What follows belongs to an exercise in optimizing a design on an open flow for small area and a short achievable clock period; a production flow would make more cautious choices.
RTL that was checked went through simulation tests only; none was proved equivalent to the original.
Function not checked in runs 3 to 5: the RTL went through the layout flow alone.
No activity file was given, so power comes from the tool's default toggle rates.

==> design/flow/design.v <==
package demosaic_pkg;
    localparam int IMG_HDISP    = 32;                   
    localparam int IMG_VDISP    = 16;                   
    localparam int COL_W        = $clog2(IMG_HDISP);    
    localparam int ROW_W        = $clog2(IMG_VDISP);    
    localparam int PIPE_LATENCY = 3;
    localparam int CHAIN_LEN    = 4*IMG_HDISP;
    typedef logic [7:0]       pixel_t;                  
    typedef logic [COL_W-1:0] col_t;                    
    typedef logic [ROW_W-1:0] row_t;                    
    typedef logic [8:0]       pair_t;                   
endpackage
`timescale 1ns/1ps
module line_buffer
#(
    parameter int LEN = demosaic_pkg::CHAIN_LEN
)
(
    input  logic           clk,
    input  logic           shift,
    input  demosaic_pkg::pixel_t din,
    output logic [8*LEN-1:0] taps                      
);
    always_ff @(posedge clk)
    begin
        if (shift)
            taps <= {taps[8*(LEN-1)-1:0], din};
    end
endmodule
`timescale 1ns/1ps
module window_5x5
(
    input  logic    clk,
    input  logic    shift,                             
    input  demosaic_pkg::pixel_t  din,                 
    input  demosaic_pkg::row_t    row_nxt,             
    input  demosaic_pkg::col_t    col_nxt,             
    output demosaic_pkg::pixel_t  c,                   
    output demosaic_pkg::pair_t   h1,                  
    output demosaic_pkg::pair_t   v1,                  
    output demosaic_pkg::pair_t   h2,                  
    output demosaic_pkg::pair_t   v2,                  
    output demosaic_pkg::pair_t   da,                  
    output demosaic_pkg::pair_t   db                   
);
    localparam int LEN = demosaic_pkg::CHAIN_LEN;
    logic [8*LEN-1:0] taps;
    line_buffer #(.LEN(LEN)) line_buffer_i (
        .clk   (clk),
        .shift (shift),
        .din   (din),
        .taps  (taps)
    );
    function automatic demosaic_pkg::pixel_t e(input int p);     
        e = (p < 0) ? din : taps[8*p +: 8];
    endfunction
    demosaic_pkg::pair_t s_h1, s_v1, s_h2, s_v2, s_da, s_db;
    always_ff @(posedge clk)
    begin
        if (shift)
        begin
            s_h1 <= e(63-1)  + e(65-1);
            s_v1 <= e(32-1)  + e(96-1);
            s_h2 <= e(62-1)  + e(66-1);
            s_v2 <= e(0-1)   + e(128-1);
            s_da <= e(31-1)  + e(33-1);
            s_db <= e(95-1)  + e(97-1);
        end
    end
    logic f_h1, o_h1, f_v1, o_v1, f_h2, o_h2, z_h2, f_v2, o_v2;
    logic f_da, o_da, f_db, o_db, f_c;
    always_ff @(posedge clk)
    begin
        f_h1 <= row_nxt >= 2 && col_nxt >= 3;          
        o_h1 <= row_nxt >= 2 && (col_nxt == 1 || col_nxt == 2);
        f_v1 <= row_nxt >= 3 && col_nxt >= 2;          
        o_v1 <= row_nxt == 1 || row_nxt == 2 ? col_nxt >= 2 : 1'b0;
        f_h2 <= row_nxt >= 2 && col_nxt >= 4;          
        o_h2 <= row_nxt >= 2 && col_nxt >= 1 && col_nxt <= 3;
        z_h2 <= row_nxt >= 2 && col_nxt == 0;          
        f_v2 <= row_nxt >= 4 && col_nxt >= 2;          
        o_v2 <= row_nxt <= 3 && col_nxt >= 2;
        f_da <= row_nxt >= 1 && col_nxt >= 3;          
        o_da <= row_nxt >= 1 && (col_nxt == 1 || col_nxt == 2);
        f_db <= row_nxt >= 3 && col_nxt >= 3;          
        o_db <= row_nxt >= 3 && (col_nxt == 1 || col_nxt == 2);
        f_c  <= row_nxt >= 2 && col_nxt >= 2;          
    end
    function automatic demosaic_pkg::pair_t pick(input logic f, input demosaic_pkg::pair_t s,
                                                 input logic o, input demosaic_pkg::pixel_t t);
        pick = ({9{f}} & s) | ({9{o}} & {1'b0, t});
    endfunction
    assign c  = f_c ? e(64) : 8'h00;
    assign h1 = pick(f_h1, s_h1, o_h1, e(63));
    assign v1 = pick(f_v1, s_v1, o_v1, e(32));
    assign h2 = pick(f_h2, s_h2, o_h2, e(62)) | pick(1'b0, '0, z_h2, e(63));
    assign v2 = pick(f_v2, s_v2, o_v2, e(0));
    assign da = pick(f_da, s_da, o_da, e(31));
    assign db = pick(f_db, s_db, o_db, e(95));
endmodule
`timescale 1ns/1ps
module bayer_kernel
(
    input  logic       clk,
    input  demosaic_pkg::pixel_t     c,                
    input  demosaic_pkg::pair_t      h1,
    input  demosaic_pkg::pair_t      v1,
    input  demosaic_pkg::pair_t      h2,
    input  demosaic_pkg::pair_t      v2,
    input  demosaic_pkg::pair_t      da,
    input  demosaic_pkg::pair_t      db,
    input  demosaic_pkg::row_t       row_nxt,          
    input  demosaic_pkg::col_t       col_nxt,
    input  logic [1:0] mirror,
    output demosaic_pkg::pixel_t     red,
    output demosaic_pkg::pixel_t     green,
    output demosaic_pkg::pixel_t     blue
);
    typedef logic [13:0] acc_t;                        
    function automatic logic [27:0] csa(input acc_t a, input acc_t b, input acc_t c);
        acc_t s, k;
        s   = a ^ b ^ c;
        k   = (a & b) | (a & c) | (b & c);
        csa = {k[12:0], 1'b0, s};
    endfunction
    function automatic logic [41:0] reduce8(input acc_t x1, input acc_t x2, input acc_t x3,
                                            input acc_t x4, input acc_t x5, input acc_t x6,
                                            input acc_t x7, input acc_t x8);
        acc_t p1, p2, q1, q2, r1, r2, t1, t2, u1, u2;
        {p1, p2} = csa(x1, x2, x3);
        {q1, q2} = csa(x4, x5, x6);
        {r1, r2} = csa(p1, p2, q1);
        {t1, t2} = csa(q2, x7, x8);
        {u1, u2} = csa(r1, r2, t1);
        reduce8  = {u1, u2, t2};
    endfunction
    function automatic demosaic_pkg::pixel_t clamp8(input logic [9:0] v);
        if (v[9])
            clamp8 = 8'h00;
        else if (v[8])
            clamp8 = 8'hff;
        else
            clamp8 = v[7:0];
    endfunction
    logic [1:0] r_par;                                 
    logic [1:0] site;                                  
    logic       rb;                                    
    always_comb
    begin
        case (mirror)
            2'd3:    r_par = 2'b11;
            2'd2:    r_par = 2'b10;
            2'd0:    r_par = 2'b01;
            default: r_par = 2'b00;
        endcase
    end
    always_ff @(posedge clk)
    begin
        site <= {row_nxt[0], col_nxt[0]} ^ r_par;
        rb   <= (row_nxt[0] ^ col_nxt[0]) == (r_par[1] ^ r_par[0]);
    end
    acc_t a1, a2, a3, a4, a5, a6, a7;
    acc_t b1, b2, b3, b4, b5, b6, b7, b8;
    logic [41:0] ar, br;
    always_comb
    begin
        a1 = {3'b0, c, 3'b000} | (rb ? 14'd2 : 14'd3);
        a2 = rb ? acc_t'({h1, 2'b00})  : acc_t'({h1, 3'b000});
        a3 = rb ? acc_t'({v1, 2'b00})  : acc_t'({c, 1'b0});
        a4 = ~acc_t'({h2, 1'b0});
        a5 = rb ? ~acc_t'({v2, 1'b0})  : acc_t'(v2);
        a6 = rb ? '0                   : ~acc_t'({da, 1'b0});
        a7 = rb ? '0                   : ~acc_t'({db, 1'b0});
        b1 = {3'b0, c, 3'b000} | (rb ? 14'd5 : 14'd3);
        b2 = rb ? acc_t'({c, 2'b00})   : acc_t'({c, 1'b0});
        b3 = rb ? acc_t'({da, 2'b00})  : ~acc_t'({da, 1'b0});
        b4 = rb ? acc_t'({db, 2'b00})  : ~acc_t'({db, 1'b0});
        b5 = ~acc_t'({v2, 1'b0});
        b6 = rb ? ~acc_t'({h2, 1'b0})  : acc_t'({v1, 3'b000});
        b7 = rb ? ~acc_t'(h2)          : acc_t'(h2);
        b8 = rb ? ~acc_t'(v2)          : '0;
        ar = reduce8(a1, a4, a2, a3, a5, a6, a7, '0);
        br = reduce8(b1, b5, b2, b3, b4, b6, b7, b8);
    end
    logic [41:0] ar1, br1;
    demosaic_pkg::pixel_t c1;
    logic [1:0] site1;
    always_ff @(posedge clk)
    begin
        ar1   <= ar;
        br1   <= br;
        c1    <= c;
        site1 <= site;
    end
    acc_t as, ac, bs, bc, sa, sb;
    logic [9:0] ea2, eb2;
    demosaic_pkg::pixel_t c2;
    logic [1:0] site2;
    always_comb
    begin
        {ac, as} = csa(ar1[41:28], ar1[27:14], ar1[13:0]);
        {bc, bs} = csa(br1[41:28], br1[27:14], br1[13:0]);
        sa = as + ac;
        sb = bs + bc;
    end
    always_ff @(posedge clk)
    begin
        ea2   <= sa[13:4];
        eb2   <= sb[13:4];
        c2    <= c1;
        site2 <= site1;
    end
    demosaic_pkg::pixel_t ea, eb;
    assign ea = clamp8(ea2);
    assign eb = clamp8(eb2);
    always_ff @(posedge clk)
    begin
        case (site2)
            2'b00:                                     
            begin
                red   <= c2;
                green <= ea;
                blue  <= eb;
            end
            2'b11:                                     
            begin
                red   <= eb;
                green <= ea;
                blue  <= c2;
            end
            2'b01:                                     
            begin
                red   <= ea;
                green <= c2;
                blue  <= eb;
            end
            default:                                   
            begin
                red   <= eb;
                green <= c2;
                blue  <= ea;
            end
        endcase
    end
endmodule
`timescale 1ns/1ps
module frame_ctrl
(
    input  logic clk,
    input  logic rst_n,
    input  logic vsync,
    input  logic href,
    input  logic hsync,
    output logic href_q,                               
    output logic line_end,
    output logic frame_start,
    output logic post_vsync,
    output logic post_href,
    output logic post_hsync
);
    logic                                   vsync_q;   
    logic [demosaic_pkg::PIPE_LATENCY-1:0]  vsync_dly;
    logic [demosaic_pkg::PIPE_LATENCY-1:0]  href_dly;
    logic [demosaic_pkg::PIPE_LATENCY-1:0]  hsync_dly;
    always_ff @(posedge clk)
    begin
        vsync_q <= vsync;
        href_q  <= href;
    end
    assign line_end    = href_q && !href;              
    assign frame_start = vsync && !vsync_q;            
    always_ff @(posedge clk or negedge rst_n)
    begin
        if (!rst_n)
        begin
            vsync_dly <= '0;
            href_dly  <= '0;
            hsync_dly <= '0;
        end
        else
        begin
            vsync_dly <= {vsync_dly[demosaic_pkg::PIPE_LATENCY-2:0], vsync};
            href_dly  <= {href_dly[demosaic_pkg::PIPE_LATENCY-2:0], href};
            hsync_dly <= {hsync_dly[demosaic_pkg::PIPE_LATENCY-2:0], hsync};
        end
    end
    assign post_vsync = vsync_dly[demosaic_pkg::PIPE_LATENCY-1];
    assign post_href  = href_dly[demosaic_pkg::PIPE_LATENCY-1];
    assign post_hsync = hsync_dly[demosaic_pkg::PIPE_LATENCY-1];
endmodule
`timescale 1ns/1ps
module position_counter
(
    input  logic clk,
    input  logic href,
    input  logic line_end,
    input  logic frame_start,
    output demosaic_pkg::row_t row,
    output demosaic_pkg::col_t col,
    output demosaic_pkg::row_t row_nxt,                
    output demosaic_pkg::col_t col_nxt
);
    assign col_nxt = href ? col + 1'b1 : '0;
    assign row_nxt = frame_start ? '0 :                
                     line_end    ? row + 1'b1 :        
                                   row;
    always_ff @(posedge clk)
    begin
        col <= col_nxt;
        row <= row_nxt;
    end
endmodule
`timescale 1ns/1ps
module raw_to_rgb_top
(
    input  logic       clk,
    input  logic       rst_n,
    input  logic       vsync,
    input  logic       href,
    input  logic       hsync,
    input  logic [1:0] mirror,
    input  demosaic_pkg::pixel_t     raw,
    output logic       post_vsync,
    output logic       post_href,
    output logic       post_hsync,
    output demosaic_pkg::pixel_t     red,
    output demosaic_pkg::pixel_t     green,
    output demosaic_pkg::pixel_t     blue
);
    logic    href_q;
    logic    line_end;
    logic    frame_start;
    demosaic_pkg::row_t    row;                        
    demosaic_pkg::col_t    col;
    demosaic_pkg::row_t    row_nxt;
    demosaic_pkg::col_t    col_nxt;
    demosaic_pkg::pixel_t  raw_q;                      
    logic [1:0]            mirror_q;
    demosaic_pkg::pixel_t  c;                          
    demosaic_pkg::pair_t   h1, v1, h2, v2, da, db;
    frame_ctrl frame_ctrl_i (
        .clk         (clk),
        .rst_n       (rst_n),
        .vsync       (vsync),
        .href        (href),
        .hsync       (hsync),
        .href_q      (href_q),
        .line_end    (line_end),
        .frame_start (frame_start),
        .post_vsync  (post_vsync),
        .post_href   (post_href),
        .post_hsync  (post_hsync)
    );
    position_counter position_counter_i (
        .clk         (clk),
        .href        (href),
        .line_end    (line_end),
        .frame_start (frame_start),
        .row         (row),
        .col         (col),
        .row_nxt     (row_nxt),
        .col_nxt     (col_nxt)
    );
    always_ff @(posedge clk)
    begin
        raw_q    <= raw;
        mirror_q <= mirror;                            
    end
    window_5x5 window_5x5_i (
        .clk   (clk),
        .shift (href_q),
        .din     (raw_q),
        .row_nxt (row_nxt),
        .col_nxt (col_nxt),
        .c       (c),
        .h1      (h1),
        .v1      (v1),
        .h2      (h2),
        .v2      (v2),
        .da      (da),
        .db      (db)
    );
    bayer_kernel bayer_kernel_i (
        .clk    (clk),
        .c      (c),
        .h1     (h1),
        .v1     (v1),
        .h2     (h2),
        .v2     (v2),
        .da     (da),
        .db     (db),
        .row_nxt (row_nxt),
        .col_nxt (col_nxt),
        .mirror (mirror_q),
        .red    (red),
        .green  (green),
        .blue   (blue)
    );
endmodule
==> design/flow/run.sh <==
#!/bin/bash
# synth_recipe.tcl (not shown) runs the flow's synth.tcl, then flattens the netlist and writes it again
# the make line also repeats each setting of config.mk as NAME=value (left out here)
make -C /OpenROAD-flow-scripts/flow DESIGN_CONFIG=/design/flow/config.mk WORK_HOME=/design/flow/orfs CLKGATE_MAP_FILE= SYNTH_SCRIPT=/design/flow/synth_recipe.tcl finish
==> design/flow/config.mk <==
export PLATFORM = sky130hd
export DESIGN_NAME = raw_to_rgb_top
export DESIGN_NICKNAME = raw_to_rgb_top
export VERILOG_FILES = /design/flow/design.v
export SDC_FILE = /design/flow/constraint.sdc
export NUM_CORES = 4
export LEC_CHECK = 0
export CAP_MARGIN = 20
export CORE_MARGIN = 2
export CORE_UTILIZATION = 65
export CTS_CLUSTER_DIAMETER = 60
export CTS_CLUSTER_SIZE = 24
export PLACE_DENSITY = 0.75
export SETUP_SLACK_MARGIN = 4.8
export SLEW_MARGIN = 20
==> design/flow/constraint.sdc <==
create_clock -name core_clock -period 7.5 [get_ports {clk}]
set_input_delay 1.5000 -clock core_clock [delete_from_list [all_inputs] [get_ports {clk}]]
set_output_delay 1.5000 -clock core_clock [all_outputs]
set_load 0.01 [all_outputs]
==> notes.md, run 1 <==
The run finished with no timing, DRC or antenna violations. The relative slew slack came out at a little under a third. For the pin with the worst max-slew slack, the measured transition is 1.02 ns.

Across the run, the number of max-cap violations was 0. After layout, the worst path uses 36.7% of the clock period. The total design power came out at between 15 and 20 mW.

The signal on the critical path passes through buf_4, buf_16. The detailed-route vias per instance came out at 5.67. The largest incremental delay on the critical path is about 0.87 ns.

The total number of vias is 18510. The number of max-slew violations in the final report came out at 0. The sum of overflow across all layers after global routing came out at 0. The worst path required time is 7.75 ns. Global routing used 20.1% of the available tracks.

Row generation in the floorplan step produced 95 rows. The cell family contributing the most delay on the critical path is buffers and inverters. The maximum fanout along the worst path came out at about 220. The post-synthesis cell type count came out at 52.

Setup slack on the worst reg-to-reg path comes out at 4.75 ns. In the synthesized netlist the dominant register cell turns out to be edfxtp_1. STA puts the critical path data arrival time at 3.00 ns. Dividing the synthesized area by the synthesized cell count gives 19.7 um^2.

The number of buffers on the longest clock path is 3. The area of placed instances is 0.0453 mm^2. The level count of the clock H-tree is 3. The highest attainable clock frequency is 0.363 GHz.

The effective utilization at floorplan is 65.4%. The cell sitting at the root of the clock tree is a clkbuf_16. The post-synthesis cell count is 2223. The vertical die dimension is about 260 um. The final net count is approximately 2600. In this run the worst hold path is classified as flip-flop to flip-flop. The count of endpoints failing setup in the final report is 0. The latest clock arrival within the worst-skew pair is 0.64 ns. The share of synthesized registers carrying an async set or reset came out at 0.713%. The half-perimeter wire length after placement came out at 41400 um. The number of synthesized register bits came out at 1262. The width of the die came out at 264 um. The total clock sinks came out at 1262. The post-route DRC violation count came out at 0. The number of buffer cells added on primary ports is 41. The overall routed net length came out at 70000 um. The static power due to leakage is 17.4 nW. The routed length per placed instance came out at 21.4 um. The wire length of the first global-routing pass came out at between 100000 and 150000 um. For the final database, setup skew stands at 0.0284 ns. The critical path is of the flip-flop to flip-flop type. After filler insertion, the fill cell instance count of the layout stands at 3866.

The critical path contains buffers and inverters numbering 2 combined. The hold violation total from the final report came out at 0. The remaining antenna violation count after routing came out at 0. Ranked by total cell area, the synthesized netlist is headed by edfxtp_1 (74%), dfxtp_1 (8.0%), fa_1 (4.5%). The DRC marker count from the first detailed-route iteration is ~1600.

Entering global routing, the biggest net connects 222 pins. The netlist area before placement is 0.0438 mm^2. The number of global-route vias before repair came to 18443. The number of antenna diodes in the final layout is 0. Clock-pin slew was measured on the worst setup and hold paths at 0.09 ns. The commonest cells after synthesis are edfxtp_1 (1078), dfxtp_1 (175), inv_1 (143). The largest area contributor in the synthesized netlist is edfxtp_1.

The ratio of cells with drive above 1 in the final layout came out at 11.2%. From synthesis to final layout, the design area changed by 9.84%. The post-route minimum period came out at 2.75 ns. The routability-driven placement congestion ratio came out at between 0.9 and 1. The Yosys step of the flow raised 6 warnings. Dividing total power by cell area gives a power density of 361 mW/mm^2. The slowest stage of the critical path belongs to the cell dfxtp_4. The area of the die came out at 0.0695 mm^2. The area used by sequential logic in the layout came out at between 0.03 and 0.04 mm^2.

The xor/xnor share of the synthesized area came out at 1.96%. The worst setup path is captured at a flip-flop. edfxtp_1 is the most common cell in the netlist. The share of the synthesized area in the top cell type is 73.9%. After Yosys synthesis, full adders, half adders and majority gates account for 7.70% of the synthesized area. During I/O placement, the number of pins put on the boundary was 42. Clock tree synthesis inserted a total of 70 buffers. The placeable core region came out at 0.0669 mm^2.

By area, the combinational part of the netlist is dominated by adder cells. The share of the synthesized area in compound gates (AO/OA/AOI/OAI) is under 10%. The fraction of the yosys area taken by sequential cells is between 80 and 90%.

TritonCTS built the clock tree. IR analysis of the VDD net gives a maximum drop of 0.237 mV. The number of synthesized flops with an enable pin came out at 1078. The post-route standard cell area excluding fillers came out at 0.0481 mm^2. In the final layout, the multi-input gates occupy 0.00724 mm^2. Summing the areas of all and, or, nand and nor instances in the mapped netlist gives 2.31% of the synthesized area. Setup repair after global routing could not meet its margin everywhere.

Multiplexer cells account for less than 1% of the synthesized area. For this run, the detailed router's first-pass iteration total came to 12. The initial antenna violation count is 3. The worst setup path is launched from a flip-flop.
## sequential cells by signal, summed over array words and instances, names as in the netlist, 9 cells and up
name,count
window_5x5_i.s_v2,9
window_5x5_i.s_da,9
bayer_kernel_i.ea2,10
window_5x5_i.line_buffer_i.taps,1024
window_5x5_i.s_h1,9
window_5x5_i.s_db,9
window_5x5_i.s_v1,9
bayer_kernel_i.br1,36
bayer_kernel_i.eb2,10
bayer_kernel_i.ar1,37
window_5x5_i.s_h2,9
## power by group
group	internal, mW	total (mW)	switching (mW)
clock network	1.95	4.13	2.18
logic	1.91	4.33	2.42
registers	8.49	8.89	0.398
## cells in the final DEF (no fill, tap or decap), drive strengths merged, types with 59 or more instances in the layout
master  count
edfxtp   1078
dfxtp     175
inv       159
ha        107
fa         99
nor2       92
clkbuf     86
xnor2      77
a21oi      75
buf        75
nand2      59
## area by class of cell
| type | count | area share [%] |
|---|---|---|
| clock buffer | 80 | 3.81 |
| clock inverter | 30 | 0.768 |
| inverter | 143 | 1.14 |
| multi-input combinational | 780 | 15.0 |
| sequential | 1262 | 75.2 |
| tap | 873 | 2.27 |
| timing repair buffer | 96 | 1.79 |
| timing repair inverter | 1 | 0.0182 |
## per-stage QoR
stage	hold WS, ns	setup TNS, ns	setup WS [ns]	utilization (%)	std cells
after floorplan	0.310	-697.13	-1.98	-	2223
after global routing	0.335	0	4.57	71.9	3265
after CTS	0.331	0	4.79	71.3	3240
final	0.332	0	4.75	71.9	3265
after detailed placement	0.312	0	4.11	67.7	3108
after global placement	0.314	0	4.19	67.7	3108
## routing by layer
metal | GRT usage [%] | part of all wire (%)
met5 | 0 | 0.019
met4 | 7.09 | 3.6
met3 | 3.11 | 5.0
met2 | 31.6 | 47
met1 | 29.4 | 45
## cells by family (layout without fill, tap and decap cells)
kind of cell / after synthesis / in the layout
DFF: 1262 / 1262
AOI/OAI and AO/OA: 243 / 243
and+or+nand+nor: 219 / 219
adders and majority gates: 211 / 211
buffers and inverters: 181 / 350
xor gates and xnor gates: 98 / 98
muxes: 9 / 9
## path summary, 6_finish.rpt
| kind | from | endpoint | cells after the start |
|---|---|---|---|
| worst max-delay path | frame_ctrl_i.href_q | window_5x5_i.line_buffer_i.taps[995] | 2 |
| worst min register to register | bayer_kernel_i.site[1] | bayer_kernel_i.site1[1] | 0 |
| worst min-delay path | bayer_kernel_i.site[1] | bayer_kernel_i.site1[1] | 0 |
| worst max register to register | frame_ctrl_i.href_q | window_5x5_i.line_buffer_i.taps[995] | 2 |
| max in group asynchronous | rst_n | frame_ctrl_i.href_dly[2] | 1 |
| min in group asynchronous | rst_n | frame_ctrl_i.vsync_dly[2] | 1 |
## repair_timing
action | CTS | global route
endpoints found under the setup margin | 372 | 690
hold buffers | 0 | 0
buffers inserted | 21 | 23
resized for setup | 134 | 70
pin swaps | 11 | 17
gates cloned | 1 | 1
==> run 2: changes to the inputs <==
--- a/design/flow/config.mk
+++ b/design/flow/config.mk
@@ -13,3 +13,3 @@
 export PLACE_DENSITY = 0.75
-export SETUP_SLACK_MARGIN = 4.8
+export SETUP_SLACK_MARGIN = 5.0
 export SLEW_MARGIN = 20
==> run 2 against run 1 <==
Effect of this change: core utilization is 1.8 points higher; routed wire length is 4.5% higher; first-iteration DRC count is 6.4% higher; non-clock buffer count is 53 higher.
==> notes.md, run 2 <==
Of the cells placed in the final design, the portion with a size suffix greater than 1 is around 18%. Traced cell by cell, the critical path runs through buf_6, buf_16, a221oi_2, a21oi_2, fa_1, inv_2, fa_1, inv_2, fa_2. The highest attainable clock frequency is 0.373 GHz. The maximum fanout along the worst path is 5. The worst-case hold slack is 0.325 ns. A synthesized cell averages 19.7 um^2.

The routed length per placed instance came out at 22.0 um. The routability-driven placement congestion ratio is about 0.88. The area of placed instances came out at 0.0453 mm^2.

The DRC marker count from the first detailed-route iteration came out at 1719. In this run the tightest slew margin relative to its limit is 29.4%. The classification of the worst-slack hold path is flip-flop to flip-flop. The largest area contributor in the synthesized netlist is edfxtp_1. The library cell used most frequently in the layout, excluding fill and tap cells, is edfxtp_1. The peak ir drop on the vdd network came out at 0.218 mV. The initial antenna violation count was 3. Counting both buffers and inverters, the worst setup path holds a total of 4.

The latest clock arrival within the worst-skew pair came out at 0.65 ns. The remaining antenna violation count after routing is 0. The largest individual stage delay along the critical path comes from the cell fa_1. Synthesis produced between 2000 and 2500 cells. In this run the power density over the cells is 367 mW/mm^2. The width of the die is 264 um. The total clock sinks is approximately 1300. After routing the design area is 0.0493 mm^2. The worst hold path was traced through 0 stages. The number of buffers on the longest clock path is 3. The register with the most flip-flops in the layout has 1024 of them. The largest incremental delay on the critical path came out at approximately 0.55 ns.

Data on the critical path is required at its endpoint by 8.10 ns. The flow ran to the end and the layout has no timing, DRC or antenna violations. After the last flow step, the layout net total stands at 2633. The level count of the clock H-tree came out at 3. Once layout is complete, the utilization of the core stands at 73.7%. STA classifies the critical path startpoint as a flip-flop. The vertical die dimension came out at 264 um.

In the post-route analysis, the smallest setup slack over all paths is 4.82 ns. Broken down by cell family, the worst path's largest delay share belongs to adder cells. The count of TritonRoute iterations in the first routing pass came out at 6.

The sum of overflow across all layers after global routing came out at 0. The number of max-slew violations in the final report came out at 0. The placeable core region is 0.0669 mm^2. The count of endpoints failing setup in the final report came out at 0. The critical path arrival came out at 3.28 ns.

The hold violation total from the final report is 0. The post-synthesis cell type count came out at 52. Setup slack on the worst reg-to-reg path comes out at 4.82 ns.

OpenSTA, run right after detailed placement, puts the worst setup slack at 4.14 ns. Hold repair after CTS inserted 0 buffers. Counting flops with a built-in enable in the synthesized netlist gives ~1100. The post-route minimum period is around 2.7 ns. For the pin with the worst max-slew slack, the measured transition is about 1.1 ns.

The area added between synthesis and finish came out at 12.6%. The worst hold path terminates at bayer_kernel_i.c2[4]. Setup repair after global routing could not meet its margin everywhere. The fraction of the yosys area taken by sequential cells came out at 82.5%.

After clock tree synthesis, the clock-pin slew on the worst setup and hold paths is approximately 0.090 ns. The library cells used most frequently in the layout, excluding fill and tap cells, are edfxtp_1 (1078), dfxtp_1 (149), inv_1 (119), ha_1 (102), xnor2_1 (77). The number of buffer cells added on primary ports is 41. In the final layout, the registers with the most flip-flops are window_5x5_i.line_buffer_i.taps: 1024 flops, bayer_kernel_i.ar1: 37 flops, bayer_kernel_i.br1: 36 flops. The die covers 0.0695 mm^2.

The post-route DRC violation count came out at 0. The most used flip-flop cell after synthesis is edfxtp_1. The share of synthesized registers carrying an async set or reset is 0.713%. The part of the cycle the worst path needs came out at 35.7%. Wires add up to 73200 um. The top-level port count came out at 42.

The tree is rooted in a clkbuf_16. The worst setup path is of the flip-flop to flip-flop kind. The half-perimeter wire length after placement is around 42000 um. After synthesis, the most frequently instantiated cells are edfxtp_1 (1078), dfxtp_1 (175), inv_1 (143). The most common cell in the synthesized netlist is edfxtp_1.

Dividing the detail-routed via count by the number of cells gives 5.70. The static power due to leakage is approximately 18 nW. TritonCTS built the clock tree.

The CTS buffer count came out at 72. Row generation in the floorplan step produced 95 rows. The number of global-route vias before repair is 19237. The share of the synthesized area in the top cell type is 73.9%. The total number of vias is 18948. Sorting the synthesized cells by area gives the leading types as edfxtp_1 (74%), dfxtp_1 (8.0%), fa_1 (4.5%). The reg-to-reg endpoint is bayer_kernel_i.ar1[20]. The reported max-cap violation count came out at 0. The number of synthesized register bits is ~1300.

For the worst flop-to-flop path, the logic depth is 9. The count of warnings emitted by yosys is 6.

The maximum number of pins on one net before global-route repair came out at 196. The kind of capture point of the worst setup path is a flip-flop. The clock skew after layout is 0.0265 ns. The all-layer global routing usage came out at 21.1%. The wire length of the first global-routing pass is between 100000 and 150000 um. The top register by number of flip-flops is window_5x5_i.line_buffer_i.taps. The worst register-to-register path begins at bayer_kernel_i.rb.

The netlist area before placement came out at 0.0438 mm^2. The sum of negative setup slack is 0 ns. The source of the worst hold timing path is bayer_kernel_i.c1[4]. The effective utilization at floorplan is 65.4%.
==> run 2: cell count changes in the layout (fill, tap and decap cells not counted), sizes merged <==
cell | previous run | this run
buf | 75 | 131
inv | 159 | 163
bufbuf | 1 | 4
bufinv | 4 | 2
clkbuf | 86 | 84
clkinv | 9 | 8
diode | 0 | 1
dlymetal6s2s | 1 | 0
==> run 2: repair_timing <==
| item | in CTS | in global routing |
|---|---|---|
| setup endpoints to repair | 750 | 488 |
| resized for setup | 261 | 98 |
| cloned | 9 | 1 |
| pin swaps | 34 | 40 |
| setup buffers | 61 | 31 |
==> run 2: cells by family (layout without fill, tap and decap cells) <==
| family | after synthesis | in the layout | share of synthesized area, % |
|---|---|---|---|
| AND/OR/NAND/NOR | 219 | 219 | 2.31 |
| multiplexers | 9 | 9 | 0.211 |
| adder cells (fa/ha/maj) | 211 | 211 | 7.70 |
| flip-flops | 1262 | 1262 | 82.5 |
| other | 0 | 1 | 0 |
| AO/OA/AOI/OAI | 243 | 243 | 3.80 |
| XOR/XNOR | 98 | 98 | 1.96 |
| buffers and inverters | 181 | 407 | 1.56 |
==> run 2: how the worst max path moves through the flow <==
stage	startpoint	endpoint	slack [ns]	cells past startpoint
6_report	bayer_kernel_i.rb	bayer_kernel_i.ar1[20]	4.82	9
5_1_grt	bayer_kernel_i.rb	bayer_kernel_i.ar1[18]	4.76	9
3_5_place_dp	href	window_5x5_i.f_da	4.14	7
3_3_place_gp	href	window_5x5_i.z_h2	4.22	7
4_1_cts	frame_ctrl_i.href_dly[2]	post_href	4.82	1
2_1_floorplan	frame_ctrl_i.href_q	window_5x5_i.o_da	-1.98	6
==> run 2: area by class of cell <==
type	count	area [um^2]
Inverter	143	553
Timing Repair Buffer	149	1530
Tap cell	873	1090
Fill cell	3704	17600
Timing Repair inverter	4	50.0
Clock inverter	28	367
Clock buffer	83	1900
Antenna cell	1	2.50
Sequential cell	1262	36200
Multi-Input combinational cell	780	7650
==> run 2: power breakdown <==
| part | leakage, nW | switching (mW) | internal, mW |
|---|---|---|---|
| Combinational | 4.56 | 2.69 | 2.32 |
| Sequential | 12.1 | 0.386 | 8.49 |
| Clock | 1.10 | 2.23 | 1.96 |
==> run 2: stage by stage <==
step | total power, mW | instances
6_report | 18.1 | 3323
2_1_floorplan | 11.9 | 2223
3_5_place_dp | 13.1 | 3109
5_1_grt | 19.0 | 3322
3_3_place_gp | 12.9 | 3109
4_1_cts | 17.8 | 3290
==> run 2: per-layer routing <==
| layer | routed length [um] | global-route usage (%) | vias to the layer above | part of all wire (%) |
|---|---|---|---|---|
| met5 | 0 | 0 | - | 0 |
| met4 | 2640 | 8.19 | 0 | 3.6 |
| met3 | 3220 | 2.82 | 162 | 4.4 |
| met2 | 35900 | 34.7 | 516 | 49 |
| met1 | 31500 | 29.3 | 9698 | 43 |
| li1 | - | - | 8572 | - |
==> run 3: changes to the inputs <==
--- a/design/flow/design.v
+++ b/design/flow/design.v
@@ -38,2 +38,3 @@
     output demosaic_pkg::pixel_t  c,                   
+    output demosaic_pkg::pixel_t  c_out,               
     output demosaic_pkg::pair_t   h1,                  
@@ -59,14 +60,11 @@
     begin
-        if (shift)
-        begin
-            s_h1 <= e(63-1)  + e(65-1);
-            s_v1 <= e(32-1)  + e(96-1);
-            s_h2 <= e(62-1)  + e(66-1);
-            s_v2 <= e(0-1)   + e(128-1);
-            s_da <= e(31-1)  + e(33-1);
-            s_db <= e(95-1)  + e(97-1);
-        end
+        s_h1 <= e(63-1)  + e(65-1);
+        s_v1 <= e(32-1)  + e(96-1);
+        s_h2 <= e(62-1)  + e(66-1);
+        s_v2 <= e(0-1)   + e(128-1);
+        s_da <= e(31-1)  + e(33-1);
+        s_db <= e(95-1)  + e(97-1);
     end
     logic f_h1, o_h1, f_v1, o_v1, f_h2, o_h2, z_h2, f_v2, o_v2;
-    logic f_da, o_da, f_db, o_db, f_c;
+    logic f_da, o_da, f_db, o_db, f_c, f_c1, f_c2;
     always_ff @(posedge clk)
@@ -87,2 +85,4 @@
         f_c  <= row_nxt >= 2 && col_nxt >= 2;          
+        f_c1 <= f_c;
+        f_c2 <= f_c1;
     end
@@ -93,2 +93,3 @@
     assign c  = f_c ? e(64) : 8'h00;
+    assign c_out = f_c2 ? e(66) : 8'h00;
     assign h1 = pick(f_h1, s_h1, o_h1, e(63));
@@ -105,2 +106,3 @@
     input  demosaic_pkg::pixel_t     c,                
+    input  demosaic_pkg::pixel_t     c_out,            
     input  demosaic_pkg::pair_t      h1,
@@ -185,3 +187,2 @@
     logic [41:0] ar1, br1;
-    demosaic_pkg::pixel_t c1;
     logic [1:0] site1;
@@ -191,3 +192,2 @@
         br1   <= br;
-        c1    <= c;
         site1 <= site;
@@ -195,4 +195,3 @@
     acc_t as, ac, bs, bc, sa, sb;
-    logic [9:0] ea2, eb2;
-    demosaic_pkg::pixel_t c2;
+    demosaic_pkg::pixel_t ea, eb;
     logic [1:0] site2;
@@ -207,10 +206,6 @@
     begin
-        ea2   <= sa[13:4];
-        eb2   <= sb[13:4];
-        c2    <= c1;
+        ea    <= clamp8(sa[13:4]);
+        eb    <= clamp8(sb[13:4]);
         site2 <= site1;
     end
-    demosaic_pkg::pixel_t ea, eb;
-    assign ea = clamp8(ea2);
-    assign eb = clamp8(eb2);
     always_ff @(posedge clk)
@@ -220,3 +215,3 @@
             begin
-                red   <= c2;
+                red   <= c_out;
                 green <= ea;
@@ -228,3 +223,3 @@
                 green <= ea;
-                blue  <= c2;
+                blue  <= c_out;
             end
@@ -233,3 +228,3 @@
                 red   <= ea;
-                green <= c2;
+                green <= c_out;
                 blue  <= eb;
@@ -239,3 +234,3 @@
                 red   <= eb;
-                green <= c2;
+                green <= c_out;
                 blue  <= ea;
@@ -339,2 +334,3 @@
     demosaic_pkg::pixel_t  c;                          
+    demosaic_pkg::pixel_t  c_out;                      
     demosaic_pkg::pair_t   h1, v1, h2, v2, da, db;
@@ -375,2 +371,3 @@
         .c       (c),
+        .c_out   (c_out),
         .h1      (h1),
@@ -385,2 +382,3 @@
         .c      (c),
+        .c_out  (c_out),
         .h1     (h1),
==> run 3 against run 2 <==
Effect of this change: still clean on timing, DRC and antenna; maximum frequency decreased by 4.5%; non-clock buffer count rose by 30; final cell count grew 1.2%; critical path depth grew 2; clock power rose by 2%; synthesized cell count is 0.27% higher; sequential share of layout area fell by 1.7 points; first-iteration DRC count grew 6.6%; cell area is 0.18% lower; count of clock-buffer cells in the layout is 21 higher; largest power group unchanged.
==> notes.md, run 3 <==
Setup violations remaining at the end of the flow were counted as 0. The CTS buffer count came out at 70. The number of global-route vias before repair came to roughly 19000. The most frequently used cell type in the post-synthesis netlist is edfxtp_1. The number of buffer cells added on primary ports is 41.

Dividing the detail-routed via count by the number of cells gives 5.68. The top flip-flop cell by instance count after synthesis is edfxtp_1. The relative slew slack is between 20 and 30%. The area of placed instances is roughly 0.044 mm^2. Leaving out fill and tap cells, the most frequent cells in the layout are edfxtp_1 (1024), dfxtp_1 (180), inv_1 (126), ha_1 (96), buf_4 (84). The DRC marker count from the first detailed-route iteration came out at 1833. The total design power came out at around 20 mW. The area of the die is 0.0682 mm^2.

The fill cell total of the finished layout is roughly 3500. The latest clock arrival within the worst-skew pair came out at about 0.64 ns. The peak ir drop on the vdd network is 0.454 mV. 0 antenna diodes ended up in the layout. Summing all flip-flop and latch instances after layout gives 0.0353 mm^2. By area the synthesized netlist is led by edfxtp_1 (72%), dfxtp_1 (9.8%), fa_1 (4.6%).

The number of buffers on the longest clock path came out at 3. The sum of overflow across all layers after global routing is 0. The power per unit of standard cell area came out at roughly 410 mW/mm^2. After routing the design area is 0.0492 mm^2. The static power due to leakage came out at ~18 nW. Among all stages on the critical path, the largest delay is contributed by fa_1. The final net count came out at 2665. The reported max-cap violation count is 0. Among the stages of the critical path, the cell type that occurs most often is inv_2. The library cell used most frequently in the layout, excluding fill and tap cells, is edfxtp_1. The half-perimeter wire length after placement is about 40000 um. The hold violation total from the final report is 0. The post-synthesis cell count came out at 2229. Setup repair after global routing could not meet its margin everywhere. The post-synthesis cell type count is 54. The all-layer global routing usage is approximately a fifth. The worst path required time is between 8 and 9 ns.

The met2 routed wirelength is 35900 um. The run finished with no timing, DRC or antenna violations. The maximum fanout along the worst path came out at 4. The fraction of the yosys area taken by sequential cells came out at 81.9%.

The clock tree synthesis step divided the H-tree into 3 levels. The top routing layer in use is met4. The measured slew at the worst slew-check pin is around 1.1 ns. The vertical die dimension is 261 um.

The share of synthesized registers carrying an async set or reset is less than 1%. The top-level port count came out at 42. The clock skew after layout is 0.0259 ns. After detailed routing, the average wire length per cell comes to 22.2 um.

The first global-routing pass estimated 107000 um of wire. The kind of cell with the highest combined delay along the critical path is compound AO/OA/AOI/OAI gates. In the final layout, the share of cells above drive strength 1 is 20.0%. The classification of the worst-slack hold path is flip-flop to flip-flop. Summing all multi-input logic gate instances after layout gives 0.00794 mm^2.

The worst setup path is launched from a flip-flop. Entering global routing, the biggest net connects 191 pins. The clock net in this run drives a total of 1244 sinks. The number of core rows came out at 94. The post-cts hold buffer count is 0.

Hold timing on the final database bottoms out at a slack of 0.346 ns. window_5x5_i.line_buffer_i.taps holds more flip-flops than any other register. The routability-driven placement congestion ratio is 0.847. The synthesized netlist occupies a cell area of 0.0430 mm^2.

In this run, synthesis inferred just over 1000 flip-flops with an integrated enable. Walking the worst path, the cells encountered are inv_2, fa_1, inv_2, ha_4, a41o_4, o221ai_4, o211ai_4, and2_4, or4_4, a41oi_4, a211oi_4. The detailed router put a total of 32500 um of wire on met1. STA classifies the critical path endpoint as a flip-flop. The initial utilization of the core area, before any placement, comes to 65.5%.

The largest total area in the synthesized netlist belongs to edfxtp_1. The wire length on met3 is 4000 um. The number of synthesized register bits came out at 1244. TritonCTS built the clock tree. The commonest cells after synthesis are edfxtp_1 (1024), dfxtp_1 (211), inv_1 (154). The mean cell area of the mapped netlist is 19.3 um^2.

The area growth from synthesis to layout is 14.6%. The register with the most flip-flops in the layout has 1024 of them. The overall routed net length came out at 74800 um. The final core utilization is approximately 75%. The part of the cycle the worst path needs is between 30% and 40%. For this run, the slowest stage of the critical path takes 0.55 ns. The count of warnings emitted by yosys came out at 6. The initial antenna violation count is 2. The placeable core region is 0.0656 mm^2. The remaining antenna violation count after routing came out at 0. The number of max-slew violations in the final report came out at 0. The startpoint-to-endpoint class of the critical path is flip-flop to flip-flop. The largest registers in the layout are window_5x5_i.line_buffer_i.taps: 1024 flops, bayer_kernel_i.ar1: 37 flops, bayer_kernel_i.br1: 36 flops.

The buffer and inverter count on the worst path came out at 2. The total number of vias is 19120. The die is 261 um wide.

The post-route DRC violation count is 0. Timing would allow up to roughly 0.36 GHz. Clock tree synthesis selected as its root buffer the cell clkbuf_16. Adding up every negative setup slack in the final design gives 0 ns. The clock edge transition at the registers on the reported setup and hold paths came out at 0.09 ns. The critical path arrival is approximately 3.3 ns. Of the post-synthesis cell area, the dominant cell type holds 71.6%. Counting I/O delays and the setup requirement, the final critical path takes 2.81 ns.

The count of TritonRoute iterations in the first routing pass came out at 7.
-- run 3: power breakdown --
| group | total, mW | internal, mW | switching (mW) |
|---|---|---|---|
| combinational | 7.04 | 3.26 | 3.78 |
| clock | 4.27 | 2.05 | 2.22 |
| sequential | 8.73 | 8.34 | 0.393 |
| total | 20.0 | 13.6 | 6.39 |
-- run 3: through the flow --
step / cells / setup slack, ns
finish: 3364 / 4.69
CTS: 3309 / 4.63
global route: 3364 / 4.63
detailed placement: 3101 / 3.78
global placement: 3101 / 3.95
floorplan: 2229 / -1.24
-- run 3: metal layers --
metal	GRT usage, %	vias to the layer above
li1	-	8636
met1	31.1	9761
met2	33.0	579
met3	3.43	144
met4	6.39	0
met5	0	-
-- run 3: final timing paths --
check                      slack, ns  cells after the start              startpoint                   endpoint
max                             4.69                     11  bayer_kernel_i.ar1[16]       bayer_kernel_i.ea[6]
min reg2reg                     0.35                      0  bayer_kernel_i.site[0]    bayer_kernel_i.site1[0]
min in group asynchronous       1.15                      1                   rst_n  frame_ctrl_i.vsync_dly[1]
min                             0.35                      0  bayer_kernel_i.site[0]    bayer_kernel_i.site1[0]
max in group asynchronous       6.05                      1                   rst_n  frame_ctrl_i.hsync_dly[1]
max reg2reg                     4.69                     11  bayer_kernel_i.ar1[16]       bayer_kernel_i.ea[6]
-- run 3: cell type report --
type                            instances  share of cell area (%)
Timing Repair Buffer                  179                    3.91
Sequential cell                      1244                    71.7
Clock inverter                         24                   0.740
Clock buffer                          104                    4.08
Timing Repair inverter                  3                  0.0839
Inverter                              155                    1.22
Tap cell                              864                    2.20
Multi-Input combinational cell        791                    16.1
-- run 3: repair_timing --
action | in CTS | in global routing
endpoints found under the setup margin | 826 | 690
gates resized for setup | 265 | 171
cloned | 4 | 9
setup buffers | 76 | 46
pin swaps | 70 | 72
-- run 3: logic make-up after synthesis --
group	after synthesis	share of synthesized area, %
AO/OA/AOI/OAI	266	4.20
flip-flops	1244	81.9
buffers and inverters	194	1.71
XOR/XNOR	89	1.81
adder cells (fa/ha/maj)	212	7.87
multiplexers	8	0.189
AND/OR/NAND/NOR	216	2.27
==> run 4: changes to the inputs <==
--- a/design/flow/config.mk
+++ b/design/flow/config.mk
@@ -9,6 +9,6 @@
 export CORE_MARGIN = 2
-export CORE_UTILIZATION = 65
-export CTS_CLUSTER_DIAMETER = 60
-export CTS_CLUSTER_SIZE = 24
-export PLACE_DENSITY = 0.75
+export CORE_UTILIZATION = 80
+export CTS_CLUSTER_DIAMETER = 50
+export CTS_CLUSTER_SIZE = 28
+export PLACE_DENSITY = 0.88
 export SETUP_SLACK_MARGIN = 5.0
==> run 4 against run 3 <==
Effect of this change: the flow now stops in 4_1_cts; synthesized area unchanged; synthesized cell count stayed put.
==> notes.md, run 4 <==
The share of the synthesized area in the top cell type is 71.6%. Summing all placed instances gives a cell area of between 0.04 and 0.05 mm^2. The floorplan step set the die width to between 200 and 250 um. After synthesis, the cell types taking the most area are edfxtp_1 (72%), dfxtp_1 (9.8%), fa_1 (4.6%).

Sorting the synthesized cells by how often they occur yields edfxtp_1 (1024), dfxtp_1 (211), inv_1 (154). The top flip-flop cell by instance count after synthesis is edfxtp_1. The total clock sinks came out at approximately 1200. The vertical die dimension came out at 236 um. The count of warnings emitted by yosys is 6. The first error in the log reads "[ERROR DPL-0033] detailed placement checks failed during check placement".

Buffers placed on the I/O ports in this run total 41. The CTS buffer count is a little over 70. The top-level port count is 42. The congestion estimate from routability-driven global placement came to about 0.87. The run stopped with a tool error. The number of core rows is 84. The fraction of the yosys area taken by sequential cells came out at 81.9%. The number of gates given a new drive strength after cts is 414. The level count of the clock H-tree is 3.

No sink is reached through more buffers than the 3 on the longest clock path. The number of synthesized register bits is approximately 1200. In this run the mean area of a mapped cell was ~19 um^2.

Post-CTS timing repair inserted 108 buffers for setup. The post-cts hold buffer count is 0. The clock tree root driver cell is clkbuf_16. The netlist area before placement is 0.0430 mm^2. After legalization and detailed placement, the total HPWL measured approximately 52000 um. The share of synthesized registers carrying an async set or reset is 0.723%. The cell count after synthesis came out at around 2200. The biggest area contributor in the post-synthesis netlist is edfxtp_1. Counting distinct cell types in the post-synthesis netlist gives 54. The number of synthesized flops with an enable pin came out at 1024.

The number of placed instances, taps included came out at 2929. The initial utilization of the core area, before any placement, comes to 81.3%. It got as far as 4_1_cts and failed there. By instance count, the leading cell after synthesis is edfxtp_1.
## run 4: logic make-up after synthesis
logic type / count (synthesis) / share of synthesized area, %
buf+inv: 194 / 1.71
flops: 1244 / 81.9
fa+ha+maj: 212 / 7.87
compound gates: 266 / 4.20
mux: 8 / 0.189
simple gates: 216 / 2.27
xor+xnor: 89 / 1.81
## run 4: worst min-delay path by stage
stage,to
floorplan,bayer_kernel_i.site1[0]
global placement,window_5x5_i.f_c2
detailed placement,bayer_kernel_i.site1[0]
## run 4: power by group through the flow
| stage | Clock, mW | Combinational, mW | Sequential, mW |
|---|---|---|---|
| 2_1_floorplan | 0 | 3.60 | 8.85 |
| 3_3_place_gp | 0 | 4.64 | 8.90 |
| 3_5_place_dp | 0 | 5.05 | 8.96 |
## run 4: stage by stage
step	hold WS (ns)	setup slack (ns)	utilization [%]
after detailed placement	0.322	3.60	83.7
after global placement	0.312	3.99	83.7
after floorplan	0.310	-1.24	-
==> run 5: changes to the inputs <==
--- a/design/flow/design.v
+++ b/design/flow/design.v
@@ -195,3 +195,3 @@
     acc_t as, ac, bs, bc, sa, sb;
-    demosaic_pkg::pixel_t ea, eb;
+    logic [9:0] ea2, eb2;
     logic [1:0] site2;
@@ -206,6 +206,9 @@
     begin
-        ea    <= clamp8(sa[13:4]);
-        eb    <= clamp8(sb[13:4]);
+        ea2   <= sa[13:4];
+        eb2   <= sb[13:4];
         site2 <= site1;
     end
+    demosaic_pkg::pixel_t ea, eb;
+    assign ea = clamp8(ea2);
+    assign eb = clamp8(eb2);
     always_ff @(posedge clk)
--- a/design/flow/config.mk
+++ b/design/flow/config.mk
@@ -9,6 +9,6 @@
 export CORE_MARGIN = 2
-export CORE_UTILIZATION = 80
-export CTS_CLUSTER_DIAMETER = 50
-export CTS_CLUSTER_SIZE = 28
-export PLACE_DENSITY = 0.88
+export CORE_UTILIZATION = 65
+export CTS_CLUSTER_DIAMETER = 60
+export CTS_CLUSTER_SIZE = 24
+export PLACE_DENSITY = 0.75
 export SETUP_SLACK_MARGIN = 5.0
==> run 5 against run 4 <==
Effect of this change: now clean on timing, DRC and antenna; synthesized cell count grew 1.3%; synthesized area up 0.38%.
==> notes.md, run 5 <==
The flow ran to the end and the layout has no timing, DRC or antenna violations. The critical path goes through a222oi_1, buf_4, ha_1, inv_1, fa_2, inv_1, fa_2, fa_2. Yosys attributes the largest share of cell area to edfxtp_1 (71%), dfxtp_1 (10%), fa_1 (4.6%). The largest incremental delay on the critical path came out at approximately 0.52 ns. The maximum number of pins on one net before global-route repair came out at 191.

The number of flip-flops under the largest register name is 1024. The setup path with the least slack is of type flip-flop to flip-flop. The count of TritonRoute iterations in the first routing pass came out at 7. The worst reg-to-reg path cell count came out at 8. The measured slew at the worst slew-check pin is 1.06 ns. Routability-driven placement finished with a final weighted congestion of 0.868. Setup repair after global routing could not meet its margin everywhere. The placeable core region came out at ~0.066 mm^2. The share of synthesized registers carrying an async set or reset came out at less than 1%.

The post-route minimum period is 2.67 ns. The number of instances on the worst hold path is 0. The worst setup margin is 4.83 ns.

Counting instances in the post-synthesis netlist gives the leading cell types as edfxtp_1 (1024), dfxtp_1 (215), inv_1 (146). The maximum fanout along the worst path is 2. The largest registers in the layout are window_5x5_i.line_buffer_i.taps: 1024 flops, bayer_kernel_i.ar1: 37 flops, bayer_kernel_i.br1: 36 flops. The worst hold path belongs to the class flip-flop to flip-flop. The multi-input logic area came out at around 0.0077 mm^2. The post-route DRC violation count is 0. The clock tree root driver cell is clkbuf_16. The worst-case register-to-register setup slack came out at 4.83 ns.

The share of the synthesized area in the top cell type is a little under three quarters. After synthesis the cells add up to about 0.043 mm^2. The worst path required time came out at between 8 and 9 ns. The count of endpoints failing setup in the final report came out at 0. The launch instance of the worst register-to-register path is window_5x5_i.line_buffer_i.taps[497]. The relative slew slack came out at 29.1%. The number of synthesized register bits came out at between 1000 and 1500. The post-synthesis cell count came out at between 2000 and 2500.

The final net count came out at 2666. The area added between synthesis and finish came out at 12.0%. The area of the die came out at slightly below 0.07 mm^2. Setup total negative slack on the finished layout was measured at 0 ns. The number of global-route vias before repair is 18818. The static power due to leakage is 17.6 nW. The count of buffers added on input and output ports is 41. window_5x5_i.line_buffer_i.taps holds more flip-flops than any other register. The level count of the clock H-tree is 3.

The overall routed net length is 71300 um. In this design, the critical path's most frequently occurring cell is fa_2. The TritonCTS clock tree is built. The fill cell total of the finished layout came out at around 3700.

For this run, the leading register cell type out of synthesis is edfxtp_1. In the layout the commonest cells are edfxtp_1 (1024), dfxtp_1 (179), inv_1 (118), nor2_1 (112), ha_1 (106). The initial antenna violation count is 1. The peak ir drop on the vdd network is 0.273 mV.

Data on the critical path arrives at its endpoint at 3.24 ns. The power per unit of standard cell area came out at 365 mW/mm^2. The kind of capture point of the worst setup path is a flip-flop. The post-synthesis cell type count came out at 54.

The width of the die is 262 um. The total number of vias is approximately 19000. The clock skew after layout is 0.0165 ns. For this block, the initial DRC count from the detailed router was between 1500 and 2000.

In this run the most critical hold path is launched from bayer_kernel_i.site[1]. The effective utilization at floorplan came out at approximately two thirds. The category of the worst setup path launch point is a flip-flop. The number of max-slew violations in the final report was 0.

The floorplan has 94 rows. Global routing used 20.7% of the available tracks across all layers. For this design, the slowest cell found on the critical path is fa_2. The mean cell area of the mapped netlist is approximately 19 um^2. The CTS buffer count is between 60 and 70. The largest area contributor in the synthesized netlist is edfxtp_1. The hold violation total from the final report came out at 0.

The latest clock arrival within the worst-skew pair came out at approximately 0.63 ns. The Yosys step of the flow raised 6 warnings. The part of the cycle the worst path needs is 35.5%. Registers take 0.0354 mm^2.

The routed length per placed instance came out at about 21 um. The worst hold path terminates at bayer_kernel_i.site1[1]. The final core utilization is 73.5%.

The post-route netlist has 17.5% of its cells at a drive strength greater than 1. Summing the sequential cell areas from Yosys gives 81.8% of the chip area. Counting every sink on the clock net gives 1248. The highest attainable clock frequency came out at between 0.3 and 0.4 GHz. The sum of overflow across all layers after global routing came out at 0. The top-level port count came out at 42. The total design power came out at around 18 mW.

The clock passes through at most 3 buffers. The wire length of the first global-routing pass came out at 106000 um. The vertical die dimension is 262 um.

The half-perimeter wire length after placement came out at 41100 um. The remaining antenna violation count after routing came out at 0. The detailed-route vias per instance is 5.65.

The worst slack at placement is approximately 4 ns. The reg-to-reg endpoint is bayer_kernel_i.br1[17]. The number of synthesized flops with an enable pin is 1024. The repair_antennas step left the layout with diodes totalling 0. The reported max-cap violation count came out at 0. By instance count, the leading cell after synthesis is edfxtp_1. Leaving out fill and tap cells, the most frequent cell in the layout is edfxtp_1. After clock tree synthesis, the clock-pin slew on the worst setup and hold paths is 0.09 ns.
## run 5: cell count changes after synthesis, moves of 6 or more
| cell | before | now |
|---|---|---|
| a21boi_0 | 14 | 21 |
| inv_1 | 154 | 146 |
| a21o_1 | 20 | 11 |
| o21a_1 | 13 | 7 |
| xnor2_1 | 52 | 66 |
| o31ai_1 | 0 | 13 |
| xor2_1 | 37 | 23 |
| o21ai_0 | 48 | 34 |
| nand2b_1 | 17 | 9 |
| a211oi_1 | 2 | 9 |
| or3_1 | 2 | 8 |
| nor2_1 | 84 | 127 |
| a21oi_1 | 77 | 68 |
## run 5: final cells by class
class                           instances  area share [%]
Sequential cell                      1248            73.2
Multi-Input combinational cell        819            15.9
Clock buffer                          100            3.86
Timing Repair Buffer                  160            3.15
Tap cell                              864            2.24
Inverter                              146            1.19
Clock inverter                         19           0.401
Timing Repair inverter                  3          0.0751
## run 5: worst max-delay path by stage
stage / start / end / cells past startpoint
after detailed placement: bayer_kernel_i.rb / bayer_kernel_i.ar1[19] / 8
after global routing: window_5x5_i.line_buffer_i.taps[497] / bayer_kernel_i.br1[17] / 8
after floorplan: frame_ctrl_i.href_q / window_5x5_i.z_h2 / 5
after CTS: frame_ctrl_i.vsync_dly[2] / post_vsync / 1
final: window_5x5_i.line_buffer_i.taps[497] / bayer_kernel_i.br1[17] / 8
after global placement: bayer_kernel_i.rb / bayer_kernel_i.ar1[21] / 8
## run 5: logic make-up after synthesis
group / synth area share [%]
AOI/OAI and AO/OA: 4.10
DFF: 81.8
buffers and inverters: 1.67
and+or+nand+nor: 2.59
muxes: 0.189
xor gates and xnor gates: 1.81
adders and majority gates: 7.84
## run 5: critical path: cells and delay by family, from the launching register on
kind | cells | cell delay (ns)
adder cells (fa/ha/maj) | 4 | 1.52
flip-flops | 1 | 0.44
buffers and inverters | 3 | 0.29
AO/OA/AOI/OAI | 1 | 0.37
## run 5: where the power goes
group,internal [mW],leakage (nW),switching (mW)
sequential,8.37,11.9,0.401
combinational,2.21,4.61,2.74
clock,1.79,0.996,2.11
total,12.4,17.6,5.25
## run 5: timing repair
item,4_1_cts,5_1_grt
resized for setup,219,128
pin swaps,25,54
hold endpoints to repair,0,0
setup endpoints to repair,364,73
gates cloned,3,3
buffers inserted,60,44
hold buffers,0,0
## run 5: through the flow
stage / hold slack [ns] / instances / cell area, um^2
floorplan: 0.310 / 2257 / 43300
global placement: 0.315 / 3130 / 44700
detailed placement: 0.313 / 3130 / 44700
CTS: 0.335 / 3312 / 47500
global route: 0.344 / 3359 / 48300
finish: 0.334 / 3359 / 48300
## run 5: layer usage
| metal | share of wire [%] | track usage [%] |
|---|---|---|
| met4 | 2.6 | 6.27 |
| met2 | 48 | 33.0 |
| met3 | 4.8 | 3.22 |
| met1 | 45 | 30.3 |
| met5 | 0.015 | 0 |
==> run 6: changes to the inputs <==
--- a/design/flow/design.v
+++ b/design/flow/design.v
@@ -168,17 +168,17 @@
     begin
-        a1 = {3'b0, c, 3'b000} | (rb ? 14'd2 : 14'd3);
+        a1 = {2'b11, rb, c, 1'b1, !rb, 1'b0};
         a2 = rb ? acc_t'({h1, 2'b00})  : acc_t'({h1, 3'b000});
-        a3 = rb ? acc_t'({v1, 2'b00})  : acc_t'({c, 1'b0});
-        a4 = ~acc_t'({h2, 1'b0});
-        a5 = rb ? ~acc_t'({v2, 1'b0})  : acc_t'(v2);
-        a6 = rb ? '0                   : ~acc_t'({da, 1'b0});
-        a7 = rb ? '0                   : ~acc_t'({db, 1'b0});
-        b1 = {3'b0, c, 3'b000} | (rb ? 14'd5 : 14'd3);
-        b2 = rb ? acc_t'({c, 2'b00})   : acc_t'({c, 1'b0});
-        b3 = rb ? acc_t'({da, 2'b00})  : ~acc_t'({da, 1'b0});
-        b4 = rb ? acc_t'({db, 2'b00})  : ~acc_t'({db, 1'b0});
-        b5 = ~acc_t'({v2, 1'b0});
-        b6 = rb ? ~acc_t'({h2, 1'b0})  : acc_t'({v1, 3'b000});
-        b7 = rb ? ~acc_t'(h2)          : acc_t'(h2);
-        b8 = rb ? ~acc_t'(v2)          : '0;
+        a3 = rb ? acc_t'({v1, 2'b00})  : acc_t'({3'b000, 1'b1, 1'b0, c, 1'b0});
+        a4 = acc_t'({~h2, 1'b0});
+        a5 = rb ? acc_t'({~v2, 1'b0})  : acc_t'(v2);
+        a6 = rb ? '0                   : acc_t'({~da, 1'b0});
+        a7 = rb ? '0                   : acc_t'({~db, 1'b0});
+        b1 = {3'b110, c, 2'b11, rb};
+        b2 = rb ? acc_t'({4'b0001, c, 2'b00}) : acc_t'({4'b0001, 1'b0, c, 1'b0});
+        b3 = rb ? acc_t'({da, 2'b00})  : acc_t'({~da, 1'b0});
+        b4 = rb ? acc_t'({db, 2'b00})  : acc_t'({~db, 1'b0});
+        b5 = acc_t'({~v2, 1'b0});
+        b6 = rb ? acc_t'({~h2, 1'b0})  : acc_t'({v1, 3'b000});
+        b7 = rb ? acc_t'({~h2})        : acc_t'(h2);
+        b8 = rb ? acc_t'({~v2})        : '0;
         ar = reduce8(a1, a4, a2, a3, a5, a6, a7, '0);
--- a/design/flow/config.mk
+++ b/design/flow/config.mk
@@ -11,3 +11,3 @@
 export CTS_CLUSTER_DIAMETER = 60
-export CTS_CLUSTER_SIZE = 24
+export CTS_CLUSTER_SIZE = 30
 export PLACE_DENSITY = 0.75
==> run 6 against run 5 <==
Effect of this change: still clean; cell area down 0.21%; count of clock-buffer cells in the layout down 26; sequential power down 0.8%; largest cell class unchanged; largest power group unchanged.
==> notes.md, run 6 <==
The flow ran to the end and the layout has no timing, DRC or antenna violations. The worst setup path is of the flip-flop to flip-flop kind. Based on the critical path, the design can be clocked at up to 0.375 GHz. The static power due to leakage is approximately 18 nW. The top register by number of flip-flops is window_5x5_i.line_buffer_i.taps.

The worst-case register-to-register setup slack came out at 4.83 ns. The part of the cycle the worst path needs came out at 35.6%. The post-route DRC violation count is 0. The relative slew slack is between 40% and 50%. Clock tree synthesis inserted a total of 59 buffers. The power per unit of standard cell area is 363 mW/mm^2.

The number of global-route vias before repair is around 19000. The maximum fanout along the worst path is 11. The first global-routing pass estimated approximately 110000 um of wire.

The half-perimeter wire length after placement is 40800 um. The largest registers in the layout are window_5x5_i.line_buffer_i.taps: 1024 flops, bayer_kernel_i.br1: 37 flops, bayer_kernel_i.ar1: 34 flops. The worst-case hold slack is 0.350 ns. The count of TritonRoute iterations in the first routing pass came out at 5. The share of synthesized registers carrying an async set or reset came out at less than 1%. The clock tree root driver cell is clkbuf_16. At the pin with the least slew margin, the transition time is 0.765 ns. In this run the vertical extent of the chip is roughly 260 um. Max-cap violations in this run came to 0. After filler insertion, the fill cell instance count of the layout stands at between 3000 and 4000. The top-level port count is 42.

The worst reg-to-reg path cell count is 11. Setup repair after global routing could not meet its margin everywhere. Excluding fillers, the count of instances in the completed layout stands at 3317.

The peak ir drop on the vdd network came out at 0.275 mV. The post-synthesis cell type count came out at 60. Along the worst hold path, the cell count comes to 0.

The post-route standard cell area excluding fillers is roughly 0.048 mm^2. The netlist area before placement came out at 0.0428 mm^2. The worst setup path is captured at a flip-flop.

The clock skew after layout is 0.0315 ns. The total clock sinks is 1246. The effective utilization at floorplan is 65.3%. The total number of vias came out at between 15000 and 20000. The detailed-route vias per instance is 5.71. In this run, placement finished with an instance count of 3099.

In the final design database the tool counted about 2600 nets. Summing all multi-input logic gate instances after layout gives 0.00751 mm^2. The routed length per placed instance came out at about 22 um. The placeable core region is about 0.066 mm^2. The floorplan step set the die width to 261 um. The sum of overflow across all layers after global routing is 0.

The most frequently used cell type in the post-synthesis netlist is edfxtp_1. The number of buffers on the longest clock path came out at 3. The number of max-slew violations in the final report came out at 0. The sum of negative setup slack came out at 0 ns. The largest total area in the synthesized netlist belongs to edfxtp_1. The antenna diode instance count came out at 0. After detailed routing, the total wire length is just over 70000 um. Once placement finished, the instance area stood at 0.0443 mm^2. During synthesis, Yosys emitted a total of 6 warnings. Synthesis handed over a netlist of 2227 instances. The number of buffer cells added on primary ports is roughly 40. The area added between synthesis and finish is 12.7%.

TritonCTS built the clock tree. Leaving out fill and tap cells, the most frequent cells in the layout are edfxtp_1 (1024), dfxtp_1 (179), inv_1 (116), nor2_1 (109), ha_1 (100). The tightest min-delay check is of the flip-flop to flip-flop type. Entering global routing, the biggest net connects 185 pins. The post-route minimum period is 2.67 ns.

The worst setup path is launched from a flip-flop. In this run, synthesis inferred 1024 flip-flops with an integrated enable. For the worst-skew pair, the clock arrives at the later sink with an insertion delay of between 0.6 and 0.7 ns. Yosys attributes the largest share of cell area to edfxtp_1 (72%), dfxtp_1 (10%), fa_1 (4.6%). The clock edge transition at the registers on the reported setup and hold paths is around 0.11 ns. The area used by sequential logic in the layout came out at 0.0353 mm^2. The hold violation total from the final report came out at 0. The worst path required time came out at a little over 8 ns. Dividing the synthesized area by the synthesized cell count gives 19.2 um^2. The register with the most flip-flops in the layout has approximately 1000 of them. The count of endpoints failing setup in the final report came out at 0. The commonest cells after synthesis are edfxtp_1 (1024), dfxtp_1 (213), inv_1 (144). The area of the die is 0.0679 mm^2. The synthesized design contains 1246 register bits. In this run the remaining antenna-violating nets after routing total 0. Summed over its instances, the top area cell type makes up between 70 and 80% of the synthesized netlist area.

The clock tree synthesis step divided the H-tree into 2 levels. The commonest non-fill, non-tap cell in the layout is edfxtp_1. The post-cts hold buffer count is 0. The top flip-flop cell by instance count after synthesis is edfxtp_1.

The initial antenna violation count came out at 0. The fraction of the yosys area taken by sequential cells is 82.4%. The detailed router finished its first iteration with 1880 violations. The critical path arrival came out at roughly 3.2 ns.

The all-layer global routing usage came out at between 20 and 25%. Cells with a size suffix above 1 make up 17.6% of the layout. The number of core rows is 94. The routability-driven placement congestion ratio came out at 0.867.
run 6: critical path: stages, from the launching register on:
cell and delay [ns]:
dfxtp_4 0.44, buf_12 0.15, clkinv_16 0.08, clkbuf_16 0.16
buf_4 0.13, nor2_1 0.15, a21oi_1 0.09, fa_2 0.36
inv_1 0.10, fa_1 0.42, inv_1 0.08, fa_2 0.42
run 6: layer usage:
layer,global-route usage [%],share of wire [%],vias up
li1,-,-,8555
met1,30.5,44,9717
met2,32.9,48,541
met3,2.65,5.1,116
met4,6.06,2.8,0
met5,0,0,-
run 6: layout make-up:
cell class	instances	area share [%]
repair buffers	156	3.44
well taps	864	2.24
clock buffers	74	3.27
repair inverters	1	0.0337
flip-flops and latches	1246	73.2
clock inverters	36	1.00
inverters	145	1.18
multi-input cells	795	15.6
run 6: metrics by stage:
step	total power, mW	setup WS (ns)	utilization (%)
floorplan	11.5	-1.46	-
global placement	12.5	3.92	67.6
detailed placement	12.6	3.87	67.6
CTS	17.0	4.79	72.2
global route	18.4	4.75	73.6
finish	17.5	4.83	73.6
run 6: final timing paths:
kind / startpoint / to
min reg2reg: bayer_kernel_i.site[0] / bayer_kernel_i.site1[0]
max: bayer_kernel_i.rb / bayer_kernel_i.ar1[19]
max reg2reg: bayer_kernel_i.rb / bayer_kernel_i.ar1[19]
max in group asynchronous: rst_n / frame_ctrl_i.hsync_dly[2]
min: bayer_kernel_i.site[0] / bayer_kernel_i.site1[0]
min in group asynchronous: rst_n / frame_ctrl_i.vsync_dly[0]
run 6: report_power, final:
group          internal, mW  total (mW)  switching, mW  leakage, nW
combinational          2.24        4.96           2.72         4.63
sequential             8.32        8.70          0.384         11.9
clock                  1.68        3.85           2.18        0.985
total                  12.2        17.5           5.28         17.5
run 6: timing repair:
| item | CTS | global route |
|---|---|---|
| setup buffers | 51 | 48 |
| setup endpoints to repair | 601 | 348 |
| gates cloned | 6 | 3 |
| pin swaps | 37 | 57 |
| resized for setup | 254 | 116 |
run 6: kinds of logic (layout without fill, tap and decap cells):
family          after synthesis  in the layout  synth area share [%]
simple gates                268            268                  2.74
mux                           7              7                 0.170
buf+inv                     187            412                  1.65
flops                      1246           1246                  82.4
fa+ha+maj                   207            207                  7.77
other cells                   1              2               0.00877
xor+xnor                     62             62                  1.27
compound gates              249            249                  4.02

==> re-timing with driven ports <==
No port has a modelled driver above. Below, the same layouts with a new extraction and two added sets of constraints.
Step 1 assumes that a clkbuf_16 drives the clock port and a buf_2 every other input.
Step 2 also shifts input and output timing later by t, the mid clock arrival at the registers, as if the neighbouring blocks saw the same clock.
a / b / c = no drivers / after step 1 / after step 2; a / b = the first two.
run	shift t [ns]	setup WS [ns]	worst setup path at the end
run 1	0.690	4.747 / 4.747 / 4.221	input to register
run 2	0.694	4.819 / 4.791 / 4.463	input to register
run 3	0.698	4.692 / 4.692 / 4.389	input to register
run 5	0.687	4.834 / 4.819 / 4.452	input to register
run 6	0.714	4.830 / 4.768 / 4.415	input to register
After both steps every run listed still meets setup and hold. For run 1, which loses most, drivers alone change the setup slack by 0.000 ns; drivers and shift together by -0.526 ns.
